This design comes from an exercise in tuning for small area on the open sky130 flow, not from production work.
Only simulation tests tie the RTL to the original design; equivalence was not proved.
The clock port is modelled as an ideal driver, which makes a skipped or thinned clock tree look cheaper than it is; a real chip needs a root buffer or a tree.
Power and IR drop assume default switching activity.

Setup of main:
// la_top
module la_top (
    input  logic       clk,
    input  logic       rst_i,
    input  logic       cmd_req_i,
    input  logic [7:0] cmd_data_i,
    output logic       cmd_ack_o,
    output logic       rsp_req_o,
    output logic [7:0] rsp_data_o,
    input  logic       rsp_ack_i,
    input  logic [16:0] probe_i
);
Size in the first run: ~2,600 cells after synthesis, roughly 1,200 flip-flops, roughly 39 I/O pins, roughly 0.032 mm^2 of cells after synthesis.
Settings: LEC_CHECK=0, CAP_MARGIN=20, CORE_MARGIN=2, CORE_UTILIZATION=60, CTS_BUF_LIST=sky130_fd_sc_hd__clkbuf_8, CTS_CLUSTER_DIAMETER=60, CTS_CLUSTER_SIZE=22, PLACE_DENSITY=0.75, SLEW_MARGIN=20; clock period 8.0 ns.
standard.sh (not shown) runs the stock make flow with config.mk's settings and CLKGATE_MAP_FILE= SYNTH_SCRIPT=/design/flow/synth_recipe.tcl, a recipe that flattens the netlist after the stock synthesis.
==> flow/flow/run.sh <==
#!/bin/bash
# The standard layout (standard.sh), with these changes:
#  - synthesis maps logic with an area-oriented abc script and without
#    extract_fa (synth_wrap.tcl, abc_area.script); everything else in it is
#    synth_recipe.tcl, and the registers are the standard synthesis's;
#  - CTS adds no dummy loads, and after CTS the branch and leaf clock buffers
#    become inverters (clk_inv.tcl);
#  - ports are buffered with the smallest buffer (the resizer still sizes it).
# Each tool's output goes to its own log here: standard_cts.log and
# standard_finish.log (make, with ORFS's per-step logs under orfs/logs) and
# clk_inv.log (openroad).
set -euo pipefail
export FLOW_SYNTH_TCL="$PWD/synth_recipe.tcl"
export AREA_ABC_SCRIPT="$PWD/flow/abc_area.script"
export CTS_ARGS="-sink_clustering_enable -repair_clock_nets -sink_clustering_size 22 -sink_clustering_max_diameter 60 -buf_list sky130_fd_sc_hd__clkbuf_8 -dont_use_dummy_load"
export GLOBAL_PLACEMENT_ARGS="-timing_driven_net_reweight_overflow {40 25 15}"
export BUFFER_PORTS_ARGS="-buffer_cell sky130_fd_sc_hd__buf_1"
bash standard.sh SYNTH_SCRIPT="$PWD/flow/synth_wrap.tcl" cts > standard_cts.log 2>&1
R="$PWD/orfs/results/$FLOW_PLATFORM/la_top/base"
PLATFORM_DIR="$FLOW_HOME/platforms/$FLOW_PLATFORM" CTS_ODB="$R/4_cts.odb" CTS_SDC="$R/4_cts.sdc" \
  openroad -no_init -exit flow/clk_inv.tcl > clk_inv.log 2>&1
bash standard.sh SYNTH_SCRIPT="$PWD/flow/synth_wrap.tcl" finish > standard_finish.log 2>&1
Other scripts of this flow, unchanged in this note and not shown: flow/flow/abc_area.script, flow/flow/clk_inv.tcl, flow/flow/synth_wrap.tcl
For the feature branch, these inputs were changed with respect to main:
# main
export LEC_CHECK = 0
export CAP_MARGIN = 20
export CORE_MARGIN = 2
export CORE_UTILIZATION = 60
export CTS_BUF_LIST = sky130_fd_sc_hd__clkbuf_8
export CTS_CLUSTER_DIAMETER = 60
export CTS_CLUSTER_SIZE = 22
export PLACE_DENSITY = 0.75
export SLEW_MARGIN = 20
create_clock -name core_clock -period 8.0 [get_ports {clk}]
# the feature branch
export LEC_CHECK = 0
export CAP_MARGIN = 20
export CORE_MARGIN = 2
export CORE_UTILIZATION = 60
export CTS_BUF_LIST = sky130_fd_sc_hd__clkbuf_8
export CTS_CLUSTER_DIAMETER = 60
export CTS_CLUSTER_SIZE = 23
export PLACE_DENSITY = 0.8
export SLEW_MARGIN = 20
create_clock -name core_clock -period 8.0 [get_ports {clk}]
-- flow/flow/run.sh --
<<< main, line 15
export CTS_ARGS="-sink_clustering_enable -repair_clock_nets -sink_clustering_size 22 -sink_clustering_max_diameter 60 -buf_list sky130_fd_sc_hd__clkbuf_8 -dont_use_dummy_load"
export GLOBAL_PLACEMENT_ARGS="-timing_driven_net_reweight_overflow {40 25 15}"
>>> the feature branch, line 15
export CTS_ARGS="-sink_clustering_enable -repair_clock_nets -sink_clustering_size 23 -sink_clustering_max_diameter 60 -buf_list sky130_fd_sc_hd__clkbuf_8 -dont_use_dummy_load"
==> comparison <==
- From main to the feature branch the numbers moved as follows: highest attainable clock frequency climbed 2.7%; final cell count barely changed; portion of the clock cycle consumed by the worst path in the final layout dropped 2.2 points; post-synthesis instance total barely changed.
No run of this note takes its clock network from TritonCTS; it comes from the design's own scripts or RTL.

* * *

la_top, a different RTL version from the one above (not shown whole).
For scale: ~1300 flip-flops, about 39 I/O pins, roughly 33000 sq um of cells after synthesis.
==> flow/config.mk <==
export PLATFORM = sky130hd
export DESIGN_NAME = la_top
export DESIGN_NICKNAME = la_top
export VERILOG_FILES = /design/flow/design.v
export SDC_FILE = /design/flow/constraint.sdc
export NUM_CORES = 4
export LEC_CHECK = 0
export CAP_MARGIN = 20
export CORE_MARGIN = 2
export CORE_UTILIZATION = 60
export CTS_BUF_LIST = sky130_fd_sc_hd__clkbuf_8
export CTS_CLUSTER_DIAMETER = 60
export CTS_CLUSTER_SIZE = 17
export SLEW_MARGIN = 20
==> flow/constraint.sdc <==
create_clock -name core_clock -period 8.0 [get_ports {clk}]
set_input_delay 1.6000 -clock core_clock [delete_from_list [all_inputs] [get_ports {clk}]]
set_output_delay 1.6000 -clock core_clock [all_outputs]
set_load 0.01 [all_outputs]
==> flow/flow/run.sh <==
#!/bin/bash
# The standard layout (standard.sh), with these changes:
#  - synthesis maps logic with an area-oriented abc script (synth_wrap.tcl,
#    abc_area.script); everything else in it is synth_recipe.tcl;
#  - CTS adds no dummy loads to balance the clock tree;
#  - ports are buffered with the smallest buffer (the resizer still sizes it).
# The whole make output goes to standard_run.log; ORFS writes its per-step
# logs under orfs/logs.
set -euo pipefail
export FLOW_SYNTH_TCL="$PWD/synth_recipe.tcl"
export AREA_ABC_SCRIPT="$PWD/flow/abc_area.script"
export CTS_ARGS="-sink_clustering_enable -repair_clock_nets -sink_clustering_size 17 -sink_clustering_max_diameter 60 -buf_list sky130_fd_sc_hd__clkbuf_8 -dont_use_dummy_load"
export BUFFER_PORTS_ARGS="-buffer_cell sky130_fd_sc_hd__buf_1"
bash standard.sh SYNTH_SCRIPT="$PWD/flow/synth_wrap.tcl" finish > standard_run.log 2>&1
==> flow/flow/abc_area.script <==
&get -n
&st
&syn3
&dch
&nf -R 1000 -p -C 32
&st
&syn3
&dch
&nf -R 1000 -p -C 32
&put
==> flow/flow/synth_wrap.tcl <==
# The standard flow's synthesis (synth_recipe.tcl, sourced unchanged below) with one
# change: abc maps the logic with an area-oriented script instead of ORFS's
# speed script. abc only maps combinational logic, so the registers are the
# same as in the standard synthesis.
proc abc {args} {
  set i [lsearch $args -script]
  if { $i >= 0 } {
    set args [lreplace $args [expr {$i + 1}] [expr {$i + 1}] $::env(AREA_ABC_SCRIPT)]
  }
  yosys abc {*}$args
}
source $::env(FLOW_SYNTH_TCL)
Then changed:
==> flow/flow/run.sh (replaced) <==
#!/bin/bash
# The standard layout (standard.sh), with two changes:
#  - CTS adds no dummy loads to balance the clock tree;
#  - ports are buffered with the smallest buffer (the resizer still sizes it).
# The whole make output goes to standard_run.log; ORFS writes its per-step
# logs under orfs/logs.
set -euo pipefail
export CTS_ARGS="-sink_clustering_enable -repair_clock_nets -sink_clustering_size 17 -sink_clustering_max_diameter 60 -buf_list sky130_fd_sc_hd__clkbuf_8 -dont_use_dummy_load"
export BUFFER_PORTS_ARGS="-buffer_cell sky130_fd_sc_hd__buf_1"
bash standard.sh > standard_run.log 2>&1
removed: flow/flow/abc_area.script
removed: flow/flow/synth_wrap.tcl
Outcome:
- The new run passed the timing, design-rule and antenna checks
- combinational power is lower by 19%
- clock-buffer cell count is higher by 2
- final cell count is higher by 3.1%
- clock power is about the same
- setup slack gets better by 0.56 ns

* * *

RTL: one of the versions met above, not the one the previous note started from.
Size: ~2600 cells after synthesis, ~1200 flip-flops, ~39 I/O pins.
export LEC_CHECK = 0
export CAP_MARGIN = 20
export CORE_MARGIN = 2
export CORE_UTILIZATION = 60
export CTS_BUF_LIST = sky130_fd_sc_hd__clkbuf_8
export CTS_CLUSTER_DIAMETER = 60
export CTS_CLUSTER_SIZE = 17
export SLEW_MARGIN = 20
create_clock -name core_clock -period 8.0 [get_ports {clk}]
==> flow/flow/run.sh <==
#!/bin/bash
# The standard layout (standard.sh), with these changes:
#  - synthesis maps logic with an area-oriented abc script (synth_wrap.tcl,
#    abc_area.script); everything else in it is synth_recipe.tcl;
#  - CTS adds no dummy loads to balance the clock tree;
#  - ports are buffered with the smallest buffer (the resizer still sizes it).
# The whole make output goes to standard_run.log; ORFS writes its per-step
# logs under orfs/logs.
set -euo pipefail
export FLOW_SYNTH_TCL="$PWD/synth_recipe.tcl"
export AREA_ABC_SCRIPT="$PWD/flow/abc_area.script"
export CTS_ARGS="-sink_clustering_enable -repair_clock_nets -sink_clustering_size 19 -sink_clustering_max_diameter 60 -buf_list sky130_fd_sc_hd__clkbuf_8 -dont_use_dummy_load"
export BUFFER_PORTS_ARGS="-buffer_cell sky130_fd_sc_hd__buf_1"
bash standard.sh SYNTH_SCRIPT="$PWD/flow/synth_wrap.tcl" finish > standard_run.log 2>&1
==> flow/flow/abc_area.script <==
&get -n
&st
&syn3
&dch
&nf -R 1000 -p -C 32
&st
&syn3
&dch
&nf -R 1000 -p -C 32
&st
&syn3
&dch
&nf -R 1000 -p -C 32
&put
==> flow/flow/synth_wrap.tcl <==
# The standard flow's synthesis (synth_recipe.tcl, sourced unchanged below) with two
# changes to how the logic is mapped:
#  - abc uses an area-oriented script (abc_area.script) instead of ORFS's
#    speed script;
#  - extract_fa is skipped, so adders and comparators go to abc as plain
#    logic instead of being fixed as half/full-adder cells first.
# Neither touches the registers: they are the standard synthesis's, with
# the same names and cell types.
proc abc {args} {
  set i [lsearch $args -script]
  if { $i >= 0 } {
    set args [lreplace $args [expr {$i + 1}] [expr {$i + 1}] $::env(AREA_ABC_SCRIPT)]
  }
  yosys abc {*}$args
}
proc extract_fa {args} {
  puts "extract_fa skipped"
}
source $::env(FLOW_SYNTH_TCL)
The baseline passed the timing, design-rule and antenna checks.
==> next run, changes <==
--- a/flow/flow/run.sh
+++ b/flow/flow/run.sh
@@ -10,5 +10,5 @@
 export FLOW_SYNTH_TCL="$PWD/synth_recipe.tcl"
 export AREA_ABC_SCRIPT="$PWD/flow/abc_area.script"
-export CTS_ARGS="-sink_clustering_enable -repair_clock_nets -sink_clustering_size 19 -sink_clustering_max_diameter 60 -buf_list sky130_fd_sc_hd__clkbuf_8 -dont_use_dummy_load"
+export CTS_ARGS="-sink_clustering_enable -repair_clock_nets -sink_clustering_size 30 -sink_clustering_max_diameter 60 -buf_list sky130_fd_sc_hd__clkbuf_16 -dont_use_dummy_load"
 export BUFFER_PORTS_ARGS="-buffer_cell sky130_fd_sc_hd__buf_1"
 bash standard.sh SYNTH_SCRIPT="$PWD/flow/synth_wrap.tcl" finish > standard_run.log 2>&1
What happened: First-iteration DRC count went up by roughly a tenth; clock skew went down by 0.0048 ns; area after synthesis stays the same; utilization went up by 0.57 points; sequential power is about the same; total power went up by a few percent; count of clock-buffer cells in the layout went down by 22; register-to-register slack improved by 0.07 ns; worst setup slack improved by 0.072 ns; die area stays the same; hold slack got worse by 0.025 ns.

## afterwards: timing with drivers on the ports
The flow's constraints put no driver on any port. The routed layouts listed below were extracted and timed again, unchanged, in two steps.
Step 1 assumes that a clkbuf_16 drives the clock port and a buf_2 every other input.
Step 2 adds t to the input delays and takes it off the output delays; t is the mean of the earliest and latest rising clock arrival at the registers after step 1. Input paths then give back, and output paths get back, about the clock's delay inside the block.
Slacks: ideal ports / drivers / drivers and shift; pairs: ideal ports / drivers.
| run | t (ns) | setup WS [ns] | worst hold slack (ns) |
|---|---|---|---|
| main | 0.729 | 1.215 / 1.157 / 1.886 | 0.253 / 0.253 / 0.253 |
| the feature branch | 0.729 | 1.392 / 1.341 / 2.070 | 0.280 / 0.280 / 0.280 |
| the first run of note 2 | 0.734 | 0.632 / 0.575 / 1.309 | 0.267 / 0.267 / 0.267 |
| the second run of note 2 | 0.749 | 1.188 / 1.133 / 1.882 | 0.276 / 0.276 / 0.276 |
| the first run of note 3 | 0.716 | 1.429 / 1.367 / 2.083 | 0.297 / 0.297 / 0.297 |
| the second run of note 3 | 0.682 | 1.501 / 1.439 / 2.121 | 0.272 / 0.272 / 0.272 |
After both steps setup and hold are still met in every run listed.
